Context: an optimization exercise on an open-source flow, tuned for small area. The choices shown serve that exercise and are no tape-out recipe. The RTL was checked by simulation tests, not by an equivalence proof against the original design. Power and IR drop assume default switching activity.

<file path="design/flow/config.mk">
export PLATFORM = sky130hd
export DESIGN_NAME = csr_tracker
export DESIGN_NICKNAME = csr_tracker
export VERILOG_FILES = /design/flow/design.v
export SDC_FILE = /design/flow/constraint.sdc
export NUM_CORES = 4
export LEC_CHECK = 0
export CAP_MARGIN = 20
export CORE_MARGIN = 2
export CORE_UTILIZATION = 40
export SLEW_MARGIN = 20
</file>
<file path="design/flow/constraint.sdc">
create_clock -name core_clock -period 8.0 [get_ports {clk}]
set_input_delay 1.6000 -clock core_clock [delete_from_list [all_inputs] [get_ports {clk}]]
set_output_delay 1.6000 -clock core_clock [all_outputs]
set_load 0.01 [all_outputs]
</file>
<file path="design/flow/design.v">
`timescale 1ns/1ps
module csr_tracker
(
   input  logic        clk,
   input  logic        reset_n,
   input  logic        bus_read,
   input  logic        bus_write,
   input  logic [31:0] bus_address,
   input  logic [63:0] bus_writedata,
   input  logic [7:0]  bus_byteenable,
   output logic [63:0] bus_readdata,
   output logic        bus_readdatavalid,
   output logic        bus_waitrequest,
   input  logic        mig_en,
   input  logic [27:0] mig_pfn,
   output logic [31:0] page_query_rate,
   output logic [63:0] cxl_start_pa,
   output logic [63:0] cxl_addr_offset,
   output logic [32:0] addr_lb,
   output logic [32:0] addr_ub
);
   logic st_wr, st_r1, st_r2, st_rd, st_idle;
   assign st_idle = !(st_wr | st_r1 | st_r2 | st_rd);
   logic is_reg, is_hot;
   logic [4:0] idx;
   assign is_reg = (bus_address[21:8] == 14'd0);
   assign is_hot = (bus_address[21:15] == 7'd1);
   assign idx    = bus_address[7:3];
   always_ff @(posedge clk) begin
      if (!reset_n) begin
         st_wr <= 1'b0;
         st_r1 <= 1'b0;
         st_r2 <= 1'b0;
         st_rd <= 1'b0;
      end else begin
         st_wr <= st_idle & bus_write;
         st_r1 <= st_idle & bus_read & !bus_write;
         st_r2 <= st_r1 & is_hot;
         st_rd <= (st_r1 & !is_hot) | st_r2;
      end
   end
   assign bus_waitrequest   = !(st_wr | st_rd);
   assign bus_readdatavalid = st_rd;
   logic freeze;
   assign freeze = (st_idle & bus_read & !bus_write) | st_r1;
   logic [63:0] mask, wmask;
   always_comb
      for (int b = 0; b < 8; b++) mask[8*b +: 8] = {8{bus_byteenable[b]}};
   assign wmask = bus_writedata & mask;
   logic reg_wr;
   assign reg_wr = st_idle & bus_write & is_reg;
   logic [63:0] regs [8:31];
   logic [63:0] wdata_r;
   assign wdata_r = wmask & {64{reset_n}};
   always_ff @(posedge clk) begin
      for (int i = 8; i < 32; i++) begin
         if (!reset_n || (reg_wr && idx == 5'(i))) regs[i] <= wdata_r;
      end
   end
   assign page_query_rate = regs[8][31:0];
   assign cxl_start_pa    = regs[10];
   assign cxl_addr_offset = regs[14];
   assign addr_lb         = regs[15][32:0];
   assign addr_ub         = regs[16][32:0];
   logic [63:0] cnt;
   logic [1:0]  pend;
   logic        preset_cnt;
   assign preset_cnt = reg_wr && idx == 5'd3;
   always_ff @(posedge clk) begin
      if (!reset_n) begin
         cnt  <= '0;
         pend <= '0;
      end else if (preset_cnt) begin
         cnt  <= wmask;
         pend <= '0;
      end else if (freeze) begin
         pend <= pend + 2'(mig_en);
      end else begin
         cnt  <= cnt + 64'(pend);
         pend <= 2'(mig_en);
      end
   end
   logic [27:0] last_pfn, last_snap;
   logic        last_tag;
   always_ff @(posedge clk) begin
      if (!reset_n) begin
         last_pfn  <= '0;
         last_snap <= '0;
         last_tag  <= 1'b0;
      end else begin
         if (mig_en) last_pfn <= mig_pfn;
         if (!freeze) begin
            last_snap <= last_pfn;
            last_tag  <= 1'b1;
         end
      end
   end
   logic        hot_wr;
   logic [31:0] hot_pfn;
   logic [20:0] win_page;
   assign win_page = mig_pfn[20:0] + regs[14][32:12];
   always_ff @(posedge clk) begin
      if (!reset_n) hot_wr <= 1'b0;
      else          hot_wr <= mig_en && (mig_pfn != '1);
      hot_pfn <= 32'(win_page) + regs[10][43:12];
   end
   logic [31:0] mem [64];
   logic [5:0]  wr_idx, widx_snap;
   logic        clear, ovf_a, ovf_b;
   assign clear = reg_wr && idx == 5'd11 && (wmask != '0);
   always_ff @(posedge clk) begin
      if (hot_wr && !clear) mem[wr_idx] <= hot_pfn;
   end
   always_ff @(posedge clk) begin
      if (!reset_n) begin
         wr_idx <= '0;
         ovf_a  <= 1'b0;
      end else begin
         ovf_a <= 1'b0;
         if (clear) begin
            wr_idx <= '0;
         end else if (hot_wr) begin
            wr_idx <= wr_idx + 1'b1;
            ovf_a  <= (wr_idx == 6'd63);
         end
      end
   end
   logic [15:0] ovf;
   logic        preset_ovf;
   assign preset_ovf = reg_wr && idx == 5'd6;
   always_ff @(posedge clk) begin
      if (!reset_n) begin
         ovf       <= '0;
         ovf_b     <= 1'b0;
         widx_snap <= '0;
      end else begin
         if (!freeze) widx_snap <= wr_idx;
         if (preset_ovf) begin
            ovf   <= wmask[63:48];
            ovf_b <= 1'b0;
         end else if (freeze) begin
            ovf_b <= ovf_b | ovf_a;
         end else begin
            ovf   <= ovf + 16'(ovf_b);
            ovf_b <= ovf_a;
         end
      end
   end
   logic [31:0] ring_q;
   always_ff @(posedge clk) begin
      if (st_idle) ring_q <= mem[bus_address[8:3]];
   end
   logic [63:0] rval;
   always_comb begin
      rval = '0;
      if (is_reg) begin
         case (idx)
            5'd3:    rval = cnt;
            5'd5:    rval = {last_tag ? 4'h9 : 4'h0, last_snap, 32'h0};
            5'd6:    rval = {ovf, 6'h0, 10'(widx_snap), 32'h0};
            5'd0, 5'd1, 5'd2, 5'd4, 5'd7: rval = '0;
            default: rval = regs[idx];
         endcase
      end else if (is_hot) begin
         rval = {16'h7469, bus_address[15:0], ring_q};
      end else begin
         rval = {32'hFEDCBA00, bus_address[15:0], 16'hABCD};
      end
   end
   assign bus_readdata = rval & mask;
endmodule
</file>
<file path="design/flow/run.sh">
#!/bin/bash
# synth_recipe.tcl (not shown) runs the flow's synth.tcl, then flattens the netlist and writes it again
# the make line also repeats each setting of config.mk as NAME=value (left out here)
make -C /OpenROAD-flow-scripts/flow DESIGN_CONFIG=/design/flow/config.mk WORK_HOME=/design/flow/orfs CLKGATE_MAP_FILE= SYNTH_SCRIPT=/design/flow/synth_recipe.tcl finish
</file>
==> results_dict.tcl, run 1 <==
set metrics [dict create \
    place_area_um2 159000 \
    synth_seq_area_share_pct 76.3 \
    drt_iter0_drc 13800 \
    hold_viol 0 \
    io_pins 429 \
    synth-edff-count 3616 \
    syn-instance-count 7772 \
    ys_warn_count 514 \
    crit_fanout 10 \
    viasPerCell 6.27 \
    min_path_type "flop to flop" \
    grt_usage_pct 26.9 \
    cts_setup_buffers 0 \
    cp_num_buf_inv 3 \
    synth.distinct_cells 88 \
    synth_top_family_by_area "multiplexers" \
    critPathTopFamily "simple AND/OR/NAND/NOR gates" \
    root_buffer "clkbuf_16" \
    path_class "input pin to output port" \
    clock.fmax_ghz 0.133 \
    status "no timing/DRC/antenna violations" \
    yosys.area.top_type "edfxtp_1" \
    fin_nets 8517 \
    async_reset_ff_share_pct 0 \
    period_minus_slack_ns 7.55 \
    drv_slew 0 \
    rsz0062_at_grt "false" \
    fin_tns_setup_ns 0 \
    die_x_um 611 \
    fin_area_um2 172000 \
    cts_tree "yes" \
    synthTopCellsByCount "edfxtp_1 (3616), a22oi_1 (682), mux4_2 (672)" \
    post_drt_wl_per_cell_um 38.0 \
    synth_compound_area_share_pct 6.33 \
    syn_area_um2 147000 \
    setup_ws_ns 0.453 \
    die_h_um 611 \
    synth-xor-area-share_pct 0.589 \
    leakagePower_uw 0.0547 \
    avgSynthCellArea_um2 18.9 \
    crit_chain "clkdlybuf4s50_1, nor4_2, nand4_4, nand2_1, buf_4, o221ai_1, a21oi_1, clkdlybuf4s50_1" \
    clock_skew_ns 0.0489 \
    crit_path_top_delay_cell "nor4_2" \
    fillers 30400 \
    synth_most_common_cell "edfxtp_1" \
    start_util_pct 40.2 \
    cts_resized 0 \
    grt_max_degree 133 \
    routed-via-count 84700 \
    fp-row-count 222 \
    synth-simple-area-share_pct 3.95 \
    tightest_slew_ns 1.24 \
    dp_slack_ns 0.720 \
    hpwl_um 318000 \
    yosys-mux-area-fraction_pct 10.5 \
    dr.pass1.iters 9 \
    clock_latency_ns 0.98 \
    port_buffers 418 \
    finalCritPeriodShare_pct 94.3 \
    grt_first_pass_wirelength_um 692000 \
    yosys.area.top_type_share_pct 73.7 \
    htree_levels 5 \
    numCtsBuffers 380 \
    clk_pin_slew_ns 0.06 \
    dieArea_um2 373000 \
    synthAdderAreaFrac_pct 0.449 \
    grt_overflow 0 \
    cts.sinks 3806 \
    crit_top_cell "clkdlybuf4s50_1" \
    arrival_ns 5.95 \
    ctsHoldBuffers 0 \
    p_per_area_nw_per_um2 268 \
    synthTopCellsByArea "edfxtp_1 (74%), mux4_2 (10%), a22oi_1 (3.5%)" \
    drc 0 \
    grt_pass1_vias 81300 \
    endpoint_kind "output port" \
    syn_to_final_growth_pct 16.5 \
    fp.coreArea_um2 366000 \
    slowest_delay_ns 0.95 \
    cap_violations 0 \
    globalplace.congestion 0.983 \
    final-setup-viol-count 0 \
    crit_required_ns 6.40 \
    synthFlopType "edfxtp_1" \
    multi_input_area_um2 33000 \
    routed_wl_um 513000 \
    regArea_um2 113000 \
    maxSlewHeadroom_pct 17.7 \
    antenna_left 0 \
    start_kind "input pin" \
    syn-num-nets 7960 \
    drive_gt1_share_pct 20.0 \
    ys_ff_latch 3806 \
    clk_path_buf_depth 4 \
    ir_drop_mv 0.246 \
    antenna_found_initial 48 \
]
worst min-delay path: stages, from the launching register on:
cell and delay (ns):
dfxtp_1 0.31, nand2_1 0.05, a21oi_1 0.05
per-stage QoR:
stage / hold slack, ns / instances / total power (uW) / util [%]
after floorplan: 0.431 / 7772 / 26400 / -
after global routing: 0.471 / 13500 / 47100 / 46.9
after global placement: 0.442 / 12800 / 28300 / 43.5
final: 0.458 / 13500 / 46000 / 46.9
after CTS: 0.454 / 13500 / 46100 / 46.8
after detailed placement: 0.449 / 12800 / 28500 / 43.5
routing by layer:
layer  routed length (um)  share of wire (%)  track usage (%)  vias to the layer above
li1                     -                  -                -                    33300
met2               239000                 47             42.3                     5701
met4                32600                6.4             14.6                       10
met5                   65              0.013                0                        -
met3                54100                 11             5.89                     1168
met1               187000                 36             34.9                    44500
cell type report:
class	instances	area share (%)
Clock inverter	241	1.34
Sequential cell	3806	65.6
Multi-Input combinational cell	3390	19.3
Clock buffer	460	5.84
Antenna cell	29	0.0423
Tap cell	4816	3.51
Timing Repair Buffer	725	4.39
Inverter	26	0.0627
logic make-up (layout without fill, tap and decap cells):
group,after synthesis,after routing
AO/OA/AOI/OAI,1329,1329
XOR/XNOR,99,99
adder cells (fa/ha/maj),51,51
buffers and inverters,576,1452
flip-flops,3806,3806
multiplexers,708,708
other,0,29
AND/OR/NAND/NOR,1203,1203
worst paths after layout:
path / startpoint / to / depth (start not counted) / slack [ns]
setup / recovery: bus_address[10] / bus_readdata[25] / 8 / 0.45
setup reg to reg: regs[14][19] / hot_pfn[27] / 15 / 2.76
hold reg to reg: last_pfn[18] / last_snap[18] / 2 / 0.46
hold / removal: last_pfn[18] / last_snap[18] / 2 / 0.46
flip-flops by register name, indices dropped and copies added, names as in the netlist, 2 cells and up:
register	flops
cnt	64
last_snap	28
ovf	16
pend	2
ring_q	32
hot_pfn	32
widx_snap	6
mem	2048
regs	1536
wr_idx	6
last_pfn	28
report_power, final:
part,switching (uW),total (uW),internal (uW),leakage [uW]
registers,1400,25200,23800,0.0350
clock network,7750,17800,10100,0.00599
logic,1960,2960,999,0.0137
cell usage in the layout, fill, tap and decap left out, types with 23 or more instances in the layout:
cell type	n
a221oi_1	23
nand2_4	23
diode_2	29
nor2_4	69
mux4_2	672
a21o_1	30
nor4_1	29
o21ai_0	122
nor2_1	165
buf_12	84
a22oi_1	682
xor2_1	46
nand4_1	136
edfxtp_1	3616
clkdlybuf4s50_1	408
inv_1	24
clkbuf_16	388
mux2i_1	35
dfxtp_1	158
buf_4	227
xnor2_1	53
nand3_1	72
ha_1	48
dfxtp_4	29
clkinv_1	88
bufinv_16	35
nand2_1	418
clkinv_2	71
a21oi_1	232
nor3_1	62
clkbuf_1	68
and3_1	77
==> inputs of run 2 (changes only) <==
--- a/design/flow/design.v
+++ b/design/flow/design.v
@@ -108,8 +108,18 @@
    logic [5:0]  wr_idx, widx_snap;
    logic        clear, ovf_a, ovf_b;
    assign clear = reg_wr && idx == 5'd11 && (wmask != '0);
+   logic        st_v;
+   logic [5:0]  st_idx;
+   logic [31:0] st_data;
    always_ff @(posedge clk) begin
-      if (hot_wr && !clear) mem[wr_idx] <= hot_pfn;
+      st_v    <= hot_wr && !clear;
+      st_idx  <= wr_idx;
+      st_data <= hot_pfn;
+   end
+   always_ff @(posedge clk) begin
+      for (int i = 0; i < 64; i++) begin
+         if (st_v && st_idx == 6'(i)) mem[i] <= st_data;
+      end
    end
    always_ff @(posedge clk) begin
       if (!reset_n) begin
@@ -146,26 +156,34 @@
          end
       end
    end
-   logic [31:0] ring_q;
+   logic [63:0] ring_sel;
+   logic [31:0] ring_mux, ring_q;
    always_ff @(posedge clk) begin
-      if (st_idle) ring_q <= mem[bus_address[8:3]];
+      for (int i = 0; i < 64; i++) ring_sel[i] <= (bus_address[8:3] == 6'(i));
+   end
+   always_comb begin
+      ring_mux = '0;
+      for (int i = 0; i < 64; i++) ring_mux = ring_mux | (mem[i] & {32{ring_sel[i]}});
+   end
+   always_ff @(posedge clk) begin
+      if (st_r1) ring_q <= ring_mux;
+   end
+   logic [31:0] rsel;
+   logic        sel_hot, sel_unm;
+   always_ff @(posedge clk) begin
+      for (int i = 0; i < 32; i++) rsel[i] <= is_reg && idx == 5'(i);
+      sel_hot <= is_hot;
+      sel_unm <= !is_reg && !is_hot;
    end
    logic [63:0] rval;
    always_comb begin
       rval = '0;
-      if (is_reg) begin
-         case (idx)
-            5'd3:    rval = cnt;
-            5'd5:    rval = {last_tag ? 4'h9 : 4'h0, last_snap, 32'h0};
-            5'd6:    rval = {ovf, 6'h0, 10'(widx_snap), 32'h0};
-            5'd0, 5'd1, 5'd2, 5'd4, 5'd7: rval = '0;
-            default: rval = regs[idx];
-         endcase
-      end else if (is_hot) begin
-         rval = {16'h7469, bus_address[15:0], ring_q};
-      end else begin
-         rval = {32'hFEDCBA00, bus_address[15:0], 16'hABCD};
-      end
+      for (int i = 8; i < 32; i++) rval = rval | (regs[i] & {64{rsel[i]}});
+      rval = rval | (cnt & {64{rsel[3]}});
+      rval = rval | ({last_tag ? 4'h9 : 4'h0, last_snap, 32'h0} & {64{rsel[5]}});
+      rval = rval | ({ovf, 6'h0, 10'(widx_snap), 32'h0} & {64{rsel[6]}});
+      rval = rval | ({16'h7469, bus_address[15:0], ring_q} & {64{sel_hot}});
+      rval = rval | ({32'hFEDCBA00, bus_address[15:0], 16'hABCD} & {64{sel_unm}});
    end
    assign bus_readdata = rval & mask;
 endmodule
==> design/flow/flow/run.sh (new file) <==
#!/bin/bash
set -euo pipefail
export CTS_ARGS="-sink_clustering_enable -repair_clock_nets -dont_use_dummy_load -sink_clustering_size 30 -sink_clustering_max_diameter 60 -buf_list sky130_fd_sc_hd__clkbuf_16"
export BUFFER_PORTS_ARGS="-buffer_cell sky130_fd_sc_hd__buf_1"
bash standard.sh > flow_make.log 2>&1 || { tail -50 flow_make.log; exit 1; }
tail -20 flow_make.log
==> design/flow/standard.sh (new file) <==
#!/bin/bash
# synth_recipe.tcl (not shown) runs the flow's synth.tcl, then flattens the netlist and writes it again
# the make line also repeats each setting of config.mk as NAME=value (left out here)
make -C /OpenROAD-flow-scripts/flow DESIGN_CONFIG=/design/flow/config.mk WORK_HOME=/design/flow/orfs CLKGATE_MAP_FILE= SYNTH_SCRIPT=/design/flow/synth_recipe.tcl "${@:-finish}"
--- a/design/flow/config.mk
+++ b/design/flow/config.mk
@@ -7,5 +7,5 @@
 export LEC_CHECK = 0
 export CAP_MARGIN = 20
 export CORE_MARGIN = 2
-export CORE_UTILIZATION = 40
+export CORE_UTILIZATION = 60
 export SLEW_MARGIN = 20
removed: design/flow/run.sh
==> results_dict.tcl, run 2 <==
set metrics [dict create \
    fp.coreArea_um2 238000 \
    ys_warn_count 3 \
    routed-via-count 94400 \
    clk_pin_slew_ns 0.08 \
    async_reset_ff_share_pct 0 \
    globalplace.congestion 0.975 \
    cts_setup_buffers 0 \
    holdPathEnd "st_data[25]" \
    stdcell_count 11700 \
    crit_fanout 7 \
    post_drt_wl_per_cell_um 51.1 \
    crit_chain "buf_1, ha_1, fa_1, a21o_1, a21oi_1, o211ai_1, nand2_1, o21ai_0, xor2_1, ha_1, and2_1, a221o_1, a21oi_1, o2111ai_1, a41oi_1, nor3_1, xor2_1" \
    drc 0 \
    synth_seq_area_share_pct 79.8 \
    status "no timing/DRC/antenna violations" \
    synth-edff-count 3616 \
    clock_latency_ns 0.91 \
    fin_nets 8678 \
    synthTopCellsByCount "edfxtp_1 (3616), a221oi_1 (645), a22o_1 (644)" \
    cts_resized 0 \
    antenna_left 0 \
    syn_area_um2 144000 \
    clk_path_buf_depth 3 \
    avgSynthCellArea_um2 17.6 \
    min_path_cells 0 \
    min_path_type "flop to flop" \
    place_inst 11500 \
    hpwl_um 335000 \
    synthTopCellsByArea "edfxtp_1 (75%), dfxtp_1 (4.5%), a221oi_1 (3.9%)" \
    ff2ff_setup_slack_ns 2.67 \
    dr.pass1.iters 7 \
    die_h_um 494 \
    synth.distinct_cells 72 \
    ir_drop_mv 0.257 \
    top_register "mem" \
    yosys.area.top_type_share_pct 75.3 \
    period_minus_slack_ns 5.61 \
    dieArea_um2 244000 \
    reg2reg_to "hot_pfn[30]" \
    slowest_delay_ns 0.62 \
    syn-num-nets 8389 \
    endpoint_kind "flop" \
    cts_tree "yes" \
    crit_required_ns 8.70 \
    start_kind "input pin" \
    start_util_pct 60.5 \
    drt_iter0_drc 21300 \
    grt_overflow 0 \
    final_common_cell "edfxtp_1" \
    clock_skew_ns 0.103 \
    drv_slew 0 \
    fp-row-count 179 \
    leakagePower_uw 0.0485 \
    syn_to_final_growth_pct 7.95 \
    reg_top3 "mem x2048, regs x1536" \
    numCtsBuffers 199 \
    largest_register_ff_count 2048 \
    finalCritPeriodShare_pct 70.1 \
    viasPerCell 8.06 \
    port_buffers 418 \
    crit_path_top_delay_cell "a41oi_1" \
    root_buffer "clkbuf_16" \
    arrival_ns 6.31 \
    fin_area_um2 156000 \
    die_x_um 494 \
    reg2reg_from "regs[14][12]" \
    io_pins 429 \
    yosys.area.top_type "edfxtp_1" \
    cts.sinks 3938 \
    antenna_found_initial 43 \
    synth_most_common_cell "edfxtp_1" \
    maxSlewHeadroom_pct 10.7 \
    cap_violations 0 \
    tightest_slew_ns 1.34 \
    syn-instance-count 8202 \
    grt_pass1_vias 84700 \
    p_per_area_nw_per_um2 246 \
    grt_usage_pct 48.4 \
    rr_worst_depth 16 \
    fin_tns_setup_ns 0 \
    hold_viol 0 \
    place_area_um2 150000 \
    ctsHoldBuffers 0 \
    grt_max_degree 95 \
    hp-start "hot_pfn[25]" \
    drive_gt1_share_pct 8.42 \
    fin_util_pct 65.3 \
    ys_ff_latch 3938 \
    htree_levels 4 \
    grt_first_pass_wirelength_um 779000 \
    path_class "input pin to flop" \
    layout_common_cells "edfxtp_1 (3616), a22o_1 (644), a221oi_1 (644)" \
    final-setup-viol-count 0 \
    clock.fmax_ghz 0.178 \
    routed_wl_um 598000 \
    rsz0062_at_grt "false" \
    synthFlopType "edfxtp_1" \
]
## run 2: worst max path at each step
stage                         startpoint          end  slack [ns]  depth (start not counted)
final                         mig_pfn[0]  hot_pfn[30]        2.39                         17
after global routing          mig_pfn[0]  hot_pfn[28]        2.24                         17
after CTS                     mig_pfn[0]  hot_pfn[30]        2.53                         17
after detailed placement      mig_pfn[0]  hot_pfn[30]        1.64                         17
after global placement        mig_pfn[0]  hot_pfn[28]        1.65                         17
after floorplan           bus_address[8]  regs[10][0]        0.04                          7
## run 2: layout make-up
| type | instances | area (um^2) |
|---|---|---|
| repair buffers | 680 | 3900 |
| clock buffers | 199 | 4980 |
| multi-input cells | 3641 | 27200 |
| fillers | 16400 | 82700 |
| well taps | 3167 | 3960 |
| diodes | 58 | 145 |
| inverters | 31 | 119 |
| flip-flops and latches | 3938 | 115000 |
## run 2: kinds of logic after synthesis
kind of cell | Yosys count | share of synthesized area, %
AOI/OAI and AO/OA | 2263 | 12.7
muxes | 35 | 0.243
adders and majority gates | 50 | 0.450
buffers and inverters | 623 | 1.89
and+or+nand+nor | 1190 | 4.34
xor gates and xnor gates | 103 | 0.626
DFF | 3938 | 79.8
## run 2: stage by stage
step           setup WS (ns)  hold WS [ns]  power, uW
2_1_floorplan         0.0400         0.310      26500
3_3_place_gp            1.65         0.316      27900
3_5_place_dp            1.64         0.312      28000
4_1_cts                 2.53         0.310      38000
5_1_grt                 2.24         0.311      38900
6_report                2.39         0.301      38300
## run 2: where the power goes
group | switching, uW | internal [uW] | total, uW
clock | 6160 | 4420 | 10600
sequential | 1650 | 24400 | 26100
combinational | 1270 | 405 | 1680
total | 9080 | 29200 | 38300
## run 2: routing by layer
layer / vias up / share of wire, % / track usage, %
met1: 47700 / 31 / 61.7
met2: 9848 / 44 / 71.6
met3: 2198 / 16 / 14.4
met5: - / 0.031 / 0
li1: 34600 / - / -
met4: 24 / 9.3 / 34.2
## run 2: worst max-delay path: cells and delay by family
family | cells | cell delay (ns)
AO/OA/AOI/OAI | 8 | 2.58
XOR/XNOR | 2 | 0.35
adder cells (fa/ha/maj) | 3 | 0.89
buffers and inverters | 1 | 0.32
AND/OR/NAND/NOR | 3 | 0.56
==> inputs of run 3 (changes only) <==
--- a/design/flow/design.v
+++ b/design/flow/design.v
@@ -50,11 +50,12 @@
    logic reg_wr;
    assign reg_wr = st_idle & bus_write & is_reg;
    logic [63:0] regs [8:31];
-   logic [63:0] wdata_r;
-   assign wdata_r = wmask & {64{reset_n}};
    always_ff @(posedge clk) begin
       for (int i = 8; i < 32; i++) begin
-         if (!reset_n || (reg_wr && idx == 5'(i))) regs[i] <= wdata_r;
+         logic ld, hold;
+         ld   = reset_n && reg_wr && idx == 5'(i);
+         hold = reset_n && !(reg_wr && idx == 5'(i));
+         regs[i] <= (wmask & {64{ld}}) | (regs[i] & {64{hold}});
       end
    end
    assign page_query_rate = regs[8][31:0];
--- a/design/flow/config.mk
+++ b/design/flow/config.mk
@@ -7,5 +7,5 @@
 export LEC_CHECK = 0
 export CAP_MARGIN = 20
 export CORE_MARGIN = 2
-export CORE_UTILIZATION = 60
+export CORE_UTILIZATION = 70
 export SLEW_MARGIN = 20
==> results_dict.tcl, run 3 <==
set metrics [dict create \
    maxSlewHeadroom_pct 3.16 \
    yosys.area.top_type "edfxtp_1" \
    cts_tree "yes" \
    p_seq_share_pct 64.8 \
    numCtsBuffers 193 \
    crit_path_top_delay_cell "a21oi_1" \
    syn-num-nets 11900 \
    synth-edff-count 2080 \
    io_pins 429 \
    synthTopCellsByCount "edfxtp_1 (2080), dfxtp_1 (1858), nand2_1 (1840)" \
    cp_num_buf_inv 2 \
    drc 0 \
    crit_fanout 7 \
    stdcell_count 14300 \
    top_register "mem" \
    start_kind "input pin" \
    clock_latency_ns 0.93 \
    ctsHoldBuffers 0 \
    ys_warn_count 3 \
    min_path_type "flop to flop" \
    synth_most_common_cell "edfxtp_1" \
    fin_hold_ws_ns 0.329 \
    reg_top3 "mem x2048, regs x1536" \
    syn-instance-count 11700 \
    cts.sinks 3938 \
    slowest_delay_ns 0.64 \
    layout_common_cells "edfxtp_1 (2080), nand2_1 (1815), dfxtp_1 (1738)" \
    root_buffer "clkbuf_16" \
    fin_tns_setup_ns 0 \
    crit_top_cell "a21o_1" \
    globalplace.congestion 1.00 \
    largest_register_ff_count 2048 \
    endpoint_kind "flop" \
    fin_nets 11800 \
    swShare_pct 22.1 \
    hpwl_um 336000 \
    p_per_area_nw_per_um2 216 \
    synthTopCellsByArea "edfxtp_1 (43%), dfxtp_1 (26%), o21ai_0 (5.5%)" \
    start_util_pct 70.3 \
    clock_skew_ns 0.106 \
    comb_power_share_pct 3.5 \
    antenna_left 0 \
    port_buffers 418 \
    grt_first_pass_wirelength_um 848000 \
    cap_violations 0 \
    crit_chain "buf_1, ha_1, fa_1, a21o_1, a21oi_1, nor2b_1, a21oi_1, a21oi_1, o21ai_0, o311ai_0, ha_1, a21o_1, a21o_1, a21o_1, nor3_1, a211oi_1, o21ai_0, buf_4, a211oi_1, xor2_1" \
    fp.coreArea_um2 204000 \
    rsz0062_at_grt "false" \
    hold_viol 0 \
    leakagePower_uw 0.0501 \
    post_drt_wl_per_cell_um 43.9 \
    fp-row-count 166 \
    tightest_slew_ns 1.44 \
    power_switching_uw 7290 \
    async_reset_ff_share_pct 0 \
    syn_area_um2 144000 \
    place_inst 14100 \
    finalCritPeriodShare_pct 72.7 \
    place_area_um2 148000 \
    drv_slew 0 \
    internal_power_uw 25700 \
    ys_ff_latch 3938 \
    status "no timing/DRC/antenna violations" \
    clk_path_buf_depth 3 \
    die_h_um 457 \
    viasPerCell 8.25 \
    arrival_ns 6.50 \
    dr.pass1.iters 13 \
    final-setup-viol-count 0 \
    grt_overflow 0 \
    routed_wl_um 630000 \
    antenna_found_initial 50 \
    period_minus_slack_ns 5.81 \
    grt_max_degree 77 \
    grt_pass1_vias 108000 \
    power_uw 33000 \
    clock.fmax_ghz 0.172 \
    die_x_um 457 \
    avgSynthCellArea_um2 12.3 \
    clk_pin_slew_ns 0.08 \
    cts_setup_buffers 0 \
    grt_usage_pct 59.0 \
    htree_levels 4 \
    drt_iter0_drc 27700 \
    path_class "input pin to flop" \
    cts_resized 0 \
    critPathTopFamily "compound AO/OA/AOI/OAI gates" \
    synthFlopType "edfxtp_1" \
    routed-via-count 118000 \
    synth.distinct_cells 80 \
    final_common_cell "edfxtp_1" \
    ir_drop_mv 0.302 \
    dieArea_um2 209000 \
    fin_area_um2 153000 \
    crit_required_ns 8.69 \
    syn_to_final_growth_pct 6.50 \
    yosys.area.top_type_share_pct 43.5 \
    pwr-share-clk_pct 31.7 \
    synth_seq_area_share_pct 69.4 \
    drive_gt1_share_pct 6.53 \
]
-- run 3: final timing paths --
check | from | endpoint | slack [ns] | cells past startpoint
min | hot_pfn[13] | st_data[13] | 0.33 | 0
min reg2reg | hot_pfn[13] | st_data[13] | 0.33 | 0
max reg2reg | regs[14][12] | hot_pfn[31] | 2.61 | 19
max | mig_pfn[0] | hot_pfn[31] | 2.19 | 20
-- run 3: final cells by class --
cell class	count	area (um^2)
multi-input combinational	6708	40800
sequential	3938	99900
clock buffer	193	4830
fill	13200	51400
antenna	84	210
inverter	23	88.8
tap	2688	3360
timing repair buffer	701	3840
-- run 3: per-layer routing --
metal	track usage, %	share of wire (%)
met5	2.16	0.13
met4	52.0	12
met3	31.1	20
met2	78.2	39
met1	69.2	29
-- run 3: metrics by stage --
stage | util [%] | setup WS (ns)
after global routing | 74.8 | 1.95
after global placement | 72.3 | 1.48
after floorplan | - | 2.74
after CTS | 74.7 | 2.42
after detailed placement | 72.3 | 1.57
final | 74.9 | 2.19
-- run 3: power by group through the flow --
stage                     combinational (uW)  clock, uW  sequential, uW
after floorplan                          455          0           21800
final                                   1170      10400           21400
after CTS                               1020      10200           21400
after global routing                    1110      10900           21400
after global placement                  1010          0           21800
after detailed placement                1020          0           21800
-- run 3: worst reg2reg max path, delay by kind of cell, from the launching register on --
kind	cells	cell delay (ns)
flip-flops	1	0.44
buffers and inverters	1	0.22
AO/OA/AOI/OAI	12	3.08
adder cells (fa/ha/maj)	3	1.21
XOR/XNOR	1	0.11
AND/OR/NAND/NOR	2	0.18
-- run 3: cells by family after synthesis --
family	Yosys count	share of synthesized area [%]
compound gates	3797	18.2
xor+xnor	99	0.604
fa+ha+maj	50	0.451
buf+inv	1024	2.97
flops	3938	69.4
mux	29	0.202
simple gates	2733	8.21
==> inputs of run 4 (changes only) <==
--- a/design/flow/design.v
+++ b/design/flow/design.v
@@ -63,36 +63,34 @@
    assign cxl_addr_offset = regs[14];
    assign addr_lb         = regs[15][32:0];
    assign addr_ub         = regs[16][32:0];
-   logic [63:0] cnt;
-   logic [1:0]  pend;
-   logic        preset_cnt;
+   logic [63:0] cnt, cnt_sum;
+   logic [1:0]  pend, cnt_add;
+   logic        preset_cnt, cnt_ld, cnt_upd;
    assign preset_cnt = reg_wr && idx == 5'd3;
+   assign cnt_add    = freeze ? 2'd0 : pend;
+   assign cnt_sum    = cnt + 64'(cnt_add);
+   assign cnt_ld     = reset_n && preset_cnt;
+   assign cnt_upd    = reset_n && !preset_cnt;
    always_ff @(posedge clk) begin
-      if (!reset_n) begin
-         cnt  <= '0;
-         pend <= '0;
-      end else if (preset_cnt) begin
-         cnt  <= wmask;
-         pend <= '0;
-      end else if (freeze) begin
-         pend <= pend + 2'(mig_en);
-      end else begin
-         cnt  <= cnt + 64'(pend);
-         pend <= 2'(mig_en);
-      end
+      cnt <= (wmask & {64{cnt_ld}}) | (cnt_sum & {64{cnt_upd}});
+      if (!reset_n || preset_cnt) pend <= '0;
+      else if (freeze)            pend <= pend + 2'(mig_en);
+      else                        pend <= 2'(mig_en);
    end
    logic [27:0] last_pfn, last_snap;
-   logic        last_tag;
+   logic        last_vld, last_vld_snap, last_tag;
    always_ff @(posedge clk) begin
+      if (mig_en) last_pfn <= mig_pfn;
+      if (!freeze) last_snap <= last_pfn;
       if (!reset_n) begin
-         last_pfn  <= '0;
-         last_snap <= '0;
-         last_tag  <= 1'b0;
+         last_vld      <= 1'b0;
+         last_vld_snap <= 1'b0;
+         last_tag      <= 1'b0;
       end else begin
-         if (mig_en) last_pfn <= mig_pfn;
+         last_vld <= last_vld | mig_en;
          if (!freeze) begin
-            last_snap <= last_pfn;
-            last_tag  <= 1'b1;
+            last_vld_snap <= last_vld;
+            last_tag      <= 1'b1;
          end
       end
    end
@@ -181,7 +179,7 @@
       rval = '0;
       for (int i = 8; i < 32; i++) rval = rval | (regs[i] & {64{rsel[i]}});
       rval = rval | (cnt & {64{rsel[3]}});
-      rval = rval | ({last_tag ? 4'h9 : 4'h0, last_snap, 32'h0} & {64{rsel[5]}});
+      rval = rval | ({last_tag ? 4'h9 : 4'h0, last_vld_snap ? last_snap : 28'h0, 32'h0} & {64{rsel[5]}});
       rval = rval | ({ovf, 6'h0, 10'(widx_snap), 32'h0} & {64{rsel[6]}});
       rval = rval | ({16'h7469, bus_address[15:0], ring_q} & {64{sel_hot}});
       rval = rval | ({32'hFEDCBA00, bus_address[15:0], 16'hABCD} & {64{sel_unm}});
==> results_dict.tcl, run 4 <==
set metrics [dict create \
    status "no timing/DRC/antenna violations" \
    grt_first_pass_wirelength_um 845000 \
    synth_most_common_cell "edfxtp_1" \
    leakagePower_uw 0.0493 \
    p_per_area_nw_per_um2 216 \
    grt_pass1_vias 106000 \
    io_pins 429 \
    grt_usage_pct 59.1 \
    ctsHoldBuffers 0 \
    crit_path_top_delay_cell "a211oi_1" \
    htree_levels 4 \
    globalplace.congestion 1.01 \
    hold_viol 0 \
    place_inst 13800 \
    cts_tree "yes" \
    final-setup-viol-count 0 \
    synth.distinct_cells 78 \
    setup_ws_ns 2.15 \
    critPathTopFamily "compound AO/OA/AOI/OAI gates" \
    top_register "mem" \
    dr.pass1.iters 13 \
    antenna_left 0 \
    fin_tns_setup_ns 0 \
    tightest_slew_ns 1.40 \
    start_util_pct 70.2 \
    cp_num_buf_inv 1 \
    clock_skew_ns 0.0819 \
    die_h_um 456 \
    endpoint_kind "flop" \
    stdcell_count 14100 \
    fp.coreArea_um2 204000 \
    synthFlopType "edfxtp_1" \
    min_path_type "flop to flop" \
    ys_warn_count 3 \
    arrival_ns 6.61 \
    async_reset_ff_share_pct 0 \
    clock.fmax_ghz 0.171 \
    cts_resized 0 \
    finalCritPeriodShare_pct 73.1 \
    routed_wl_um 629000 \
    cap_violations 0 \
    grt_overflow 0 \
    rsz0062_at_grt "false" \
    clk_path_buf_depth 3 \
    numCtsBuffers 192 \
    synthTopCellsByCount "edfxtp_1 (2136), dfxtp_1 (1804), nand2_1 (1748)" \
    cts.sinks 3940 \
    path_class "input pin to flop" \
    yosys.area.top_type "edfxtp_1" \
    syn_area_um2 143000 \
    drive_gt1_share_pct 6.50 \
    reg_top3 "mem x2048, regs x1536" \
    die_x_um 456 \
    dp_slack_ns 1.39 \
    fin_area_um2 153000 \
    layout_common_cells "edfxtp_1 (2136), nand2_1 (1723), dfxtp_1 (1692)" \
    synth-edff-count 2136 \
    fp-row-count 166 \
    crit_chain "buf_1, fa_1, a211oi_1, o21ai_0, nor4bb_1, o21a_1, nor2_1, o311a_1, ha_1, a21oi_1, o211ai_1, o211ai_1, a211oi_1, o21ai_0, xnor2_1" \
    syn-num-nets 11600 \
    crit_fanout 9 \
    final_common_cell "edfxtp_1" \
    ys_ff_latch 3940 \
    hpwl_um 336000 \
    slowest_delay_ns 0.80 \
    ff2ff_setup_slack_ns 2.41 \
    yosys.area.top_type_share_pct 44.8 \
    dieArea_um2 208000 \
    cts_setup_buffers 0 \
    viasPerCell 8.27 \
    fin_nets 11500 \
    crit_required_ns 8.76 \
    clk_pin_slew_ns 0.08 \
    grt_max_degree 65 \
    drt_iter0_drc 28200 \
    avgSynthCellArea_um2 12.5 \
    routed-via-count 116000 \
    drc 0 \
    antenna_found_initial 50 \
    syn-instance-count 11400 \
    root_buffer "clkbuf_16" \
    place_area_um2 147000 \
    maxSlewHeadroom_pct 6.75 \
    synth_seq_area_share_pct 70.0 \
    port_buffers 418 \
    syn_to_final_growth_pct 6.42 \
    start_kind "input pin" \
    drv_slew 0 \
    largest_register_ff_count 2048 \
    ir_drop_mv 0.263 \
    power_uw 33000 \
    synthTopCellsByArea "edfxtp_1 (45%), dfxtp_1 (25%), nand2_1 (4.6%)" \
    post_drt_wl_per_cell_um 44.7 \
    clock_latency_ns 0.91 \
    period_minus_slack_ns 5.85 \
]
## run 4: through the flow
stage	utilization, %	hold slack [ns]
2_1_floorplan	-	0.310
3_3_place_gp	72.2	0.315
3_5_place_dp	72.2	0.314
4_1_cts	74.5	0.329
5_1_grt	74.7	0.333
6_report	74.7	0.330
## run 4: where the power goes
part	switching (uW)	internal, uW	leakage, uW
sequential	134	21300	0.0343
clock	6120	4270	0.00237
combinational	973	188	0.0127
total	7220	25700	0.0493
## run 4: final cells by class
| type | count | area (um^2) |
|---|---|---|
| Sequential cell | 3940 | 101000 |
| Fill cell | 12900 | 51600 |
| Multi-Input combinational cell | 6488 | 39800 |
| Clock buffer | 192 | 4800 |
| Timing Repair Buffer | 698 | 3800 |
| Tap cell | 2688 | 3360 |
| Antenna cell | 42 | 105 |
| Inverter | 25 | 93.8 |
## run 4: logic make-up after synthesis
| group | after synthesis | share of synthesized area (%) |
|---|---|---|
| muxes | 5 | 0.0358 |
| xor gates and xnor gates | 95 | 0.581 |
| DFF | 3940 | 70.0 |
| buffers and inverters | 1019 | 2.96 |
| and+or+nand+nor | 2599 | 7.95 |
| AOI/OAI and AO/OA | 3739 | 18.1 |
| adders and majority gates | 50 | 0.452 |
## run 4: worst register-to-register path, cell delays in order (launching register included)
cell and delay (ns):
dfxtp_1 0.76, ha_1 0.34, fa_1 0.26, a211oi_1 0.12
o21ai_0 0.29, nor4bb_1 0.78, o21a_1 0.33, nor2_1 0.06
o311a_1 0.31, ha_1 0.43, a21oi_1 0.11, o211ai_1 0.29
o211ai_1 0.17, a211oi_1 0.80, o21ai_0 0.26, xnor2_1 0.18
## run 4: path summary, 6_finish.rpt
| kind | start | to | cells after the start |
|---|---|---|---|
| worst min-delay path | hot_pfn[1] | st_data[1] | 0 |
| worst min register to register | hot_pfn[1] | st_data[1] | 0 |
| worst max register to register | regs[14][12] | hot_pfn[29] | 15 |
| worst max-delay path | mig_pfn[1] | hot_pfn[29] | 15 |
## run 4: routing by layer
layer	vias to the layer above	track usage, %	part of all wire, %
met2	14000	80.5	39
met4	52	53.9	13
li1	43200	-	-
met3	4788	28.3	20
met1	54300	68.7	28
met5	-	0.551	0.13
==> inputs of run 5 (changes only) <==
==> design/flow/flow/run.sh (replaced) <==
#!/bin/bash
set -euo pipefail
export CTS_ARGS="-sink_clustering_enable -repair_clock_nets -dont_use_dummy_load -sink_clustering_size 27 -sink_clustering_max_diameter 100 -buf_list sky130_fd_sc_hd__clkbuf_16"
export BUFFER_PORTS_ARGS="-buffer_cell sky130_fd_sc_hd__buf_1"
bash standard.sh > flow_make.log 2>&1 || { tail -50 flow_make.log; exit 1; }
tail -20 flow_make.log
--- a/design/flow/config.mk
+++ b/design/flow/config.mk
@@ -7,5 +7,5 @@
 export LEC_CHECK = 0
 export CAP_MARGIN = 20
 export CORE_MARGIN = 2
-export CORE_UTILIZATION = 70
+export CORE_UTILIZATION = 60
 export SLEW_MARGIN = 20
==> results_dict.tcl, run 5 <==
set metrics [dict create \
    status "no timing/DRC/antenna violations" \
    final-setup-viol-count 0 \
    grt_usage_pct 53.2 \
    synthTopCellsByCount "edfxtp_1 (2136), dfxtp_1 (1804), nand2_1 (1748)" \
    regArea_um2 101000 \
    io_pins 429 \
    syn_to_final_growth_pct 6.53 \
    clock_skew_ns 0.0682 \
    cts_resized 0 \
    place_area_um2 148000 \
    grt_pass1_vias 104000 \
    die_x_um 493 \
    cts_setup_buffers 0 \
    fillers 18100 \
    power_switching_uw 7290 \
    post_drt_wl_per_cell_um 45.4 \
    rr_worst_depth 15 \
    ys_ff_latch 3940 \
    root_buffer "clkbuf_16" \
    drt_iter0_drc 24300 \
    async_reset_ff_share_pct 0 \
    hp-start "hot_pfn[5]" \
    syn-instance-count 11400 \
    grt_max_degree 65 \
    ctsHoldBuffers 0 \
    period_minus_slack_ns 5.97 \
    crit_required_ns 8.78 \
    start_util_pct 60.3 \
    grt_first_pass_wirelength_um 880000 \
    cap_violations 0 \
    routed-via-count 115000 \
    p_per_area_nw_per_um2 213 \
    start_kind "input pin" \
    dieArea_um2 243000 \
    clk_pin_slew_ns 0.11 \
    top_register "mem" \
    numCtsBuffers 164 \
    drv_slew 0 \
    clk_path_buf_depth 3 \
    pwr-share-clk_pct 30.4 \
    reg_top3 "mem x2048, regs x1536" \
    endpoint_kind "flop" \
    synthTopCellsByArea "edfxtp_1 (45%), dfxtp_1 (25%), nand2_1 (4.6%)" \
    syn-num-nets 11600 \
    drive_gt1_share_pct 6.44 \
    finalCritPeriodShare_pct 74.7 \
    clock_latency_ns 0.91 \
    synth-edff-count 2136 \
    fp-row-count 179 \
    hold_viol 0 \
    drc 0 \
    port_buffers 418 \
    die_h_um 493 \
    syn_area_um2 143000 \
    fin_nets 11500 \
    swShare_pct 22.5 \
    yosys.area.top_type_share_pct 44.8 \
    viasPerCell 7.87 \
    comb_power_share_pct 3.5 \
    ir_drop_mv 0.211 \
    htree_levels 4 \
    globalplace.congestion 0.959 \
    cts.sinks 3940 \
    fin_tns_setup_ns 0 \
    arrival_ns 6.75 \
    startpoint "bus_write" \
    grt_overflow 0 \
    maxSlewHeadroom_pct 6.21 \
    yosys.area.top_type "edfxtp_1" \
    avgSynthCellArea_um2 12.5 \
    final_common_cell "edfxtp_1" \
    clock.fmax_ghz 0.167 \
    crit_fanout 29 \
    reg2reg_from "regs[14][12]" \
    p_seq_share_pct 66.1 \
    antenna_found_initial 71 \
    leakagePower_uw 0.0491 \
    min_path_cells 0 \
    tightest_slew_ns 1.41 \
    layout_common_cells "edfxtp_1 (2136), nand2_1 (1723), dfxtp_1 (1687)" \
    dr.pass1.iters 10 \
    synth_seq_area_share_pct 70.0 \
    antenna_left 0 \
    min_path_type "flop to flop" \
    internal_power_uw 25200 \
    rsz0062_at_grt "false" \
    largest_register_ff_count 2048 \
    ys_warn_count 3 \
    hpwl_um 362000 \
    synth.distinct_cells 78 \
    path_class "input pin to flop" \
    fp.coreArea_um2 238000 \
    multi_input_area_um2 39800 \
    routed_wl_um 661000 \
    synthFlopType "edfxtp_1" \
    synth_most_common_cell "edfxtp_1" \
    fin_area_um2 153000 \
    cts_tree "yes" \
]
## run 5: final timing paths
kind | to | slack, ns
worst max-delay path | cnt[58] | 2.03
worst min-delay path | st_data[5] | 0.34
worst max register to register | hot_pfn[26] | 2.41
worst min register to register | st_data[5] | 0.34
## run 5: final cells by class
class / count / area share (%)
antenna: 70 / 0.115
clock buffer: 164 / 2.69
inverter: 25 / 0.0615
multi-input combinational: 6488 / 26.1
sequential: 3940 / 65.8
tap: 3167 / 2.60
timing repair buffer: 711 / 2.60
## run 5: layer usage
metal / share of wire, % / track usage, % / up-vias / wire length (um)
li1: - / - / 43200 / -
met1: 31 / 64.6 / 55900 / 206000
met2: 42 / 75.7 / 12100 / 275000
met3: 17 / 19.8 / 3391 / 112000
met4: 10 / 43.8 / 54 / 67000
met5: 0.057 / 0.0978 / - / 375
## run 5: kinds of logic after synthesis
| group | count (synthesis) | synth area share, % |
|---|---|---|
| flip-flops | 3940 | 70.0 |
| multiplexers | 5 | 0.0358 |
| adder cells (fa/ha/maj) | 50 | 0.452 |
| AND/OR/NAND/NOR | 2599 | 7.95 |
| buffers and inverters | 1019 | 2.96 |
| AO/OA/AOI/OAI | 3739 | 18.1 |
| XOR/XNOR | 95 | 0.581 |
## run 5: stage by stage
step	instances	util, %	total power, uW	hold slack (ns)	setup slack (ns)
after floorplan	11400	-	22300	0.310	2.33
after global placement	14300	62.3	22900	0.313	1.41
after detailed placement	14300	62.4	22900	0.315	1.56
after CTS	14500	64.1	32200	0.336	2.46
after global routing	14500	64.2	32900	0.343	2.15
final	14600	64.2	32500	0.336	2.03
## run 5: power by group through the flow
stage | clock (uW) | combinational [uW] | sequential (uW)
floorplan | 0 | 437 | 21800
global placement | 0 | 1020 | 21900
detailed placement | 0 | 1030 | 21900
CTS | 9680 | 1030 | 21500
global route | 10300 | 1100 | 21500
finish | 9870 | 1140 | 21500
## run 5: critical path: stages
cell and delay (ns):
buf_1 0.60, or4b_2 0.28, o21ai_2 0.12, inv_2 0.09, buf_4 0.38, and2_1 0.27
ha_1 0.22, fa_1 0.27, nand3_2 0.12, nor4b_4 0.68, and3_1 0.93, nand4_4 0.45
or4_1 0.61, o211ai_1 0.10

## port drivers added, routing unchanged
How much do the figures lean on ideal ports? The routed layouts below were timed once more, with nothing changed but the port constraints. Step 1: set_driving_cell puts a clkbuf_16 on clk and a buf_2 on each other input, an assumption about the parent block. Step 2 adds t to the input delays and takes it off the output delays; t is the mean of the earliest and latest rising clock arrival at the registers after step 1. Input paths then give back, and output paths get back, about the clock's delay inside the block. Slacks: ideal ports / drivers / drivers and shift; pairs: ideal ports / drivers.
run | t, ns | setup slack, ns | worst data-port slew with drivers (ns) | cell pins on the clock port's net
run 1 | 1.049 | 0.453 / 0.420 / 0.420 | 0.22 | 1
run 2 | 0.974 | 2.393 / 2.379 / 1.490 | 0.23 | 1
run 3 | 0.982 | 2.185 / 2.247 / 1.291 | 0.07 | 1
run 4 | 0.980 | 2.154 / 2.087 / 1.253 | 0.05 | 1
run 5 | 0.971 | 2.025 / 2.093 / 1.123 | 0.26 | 1
After both steps setup and hold are still met in every run listed. For run 2, which loses most, drivers alone change the setup slack by -0.014 ns; drivers and shift together by -0.903 ns.
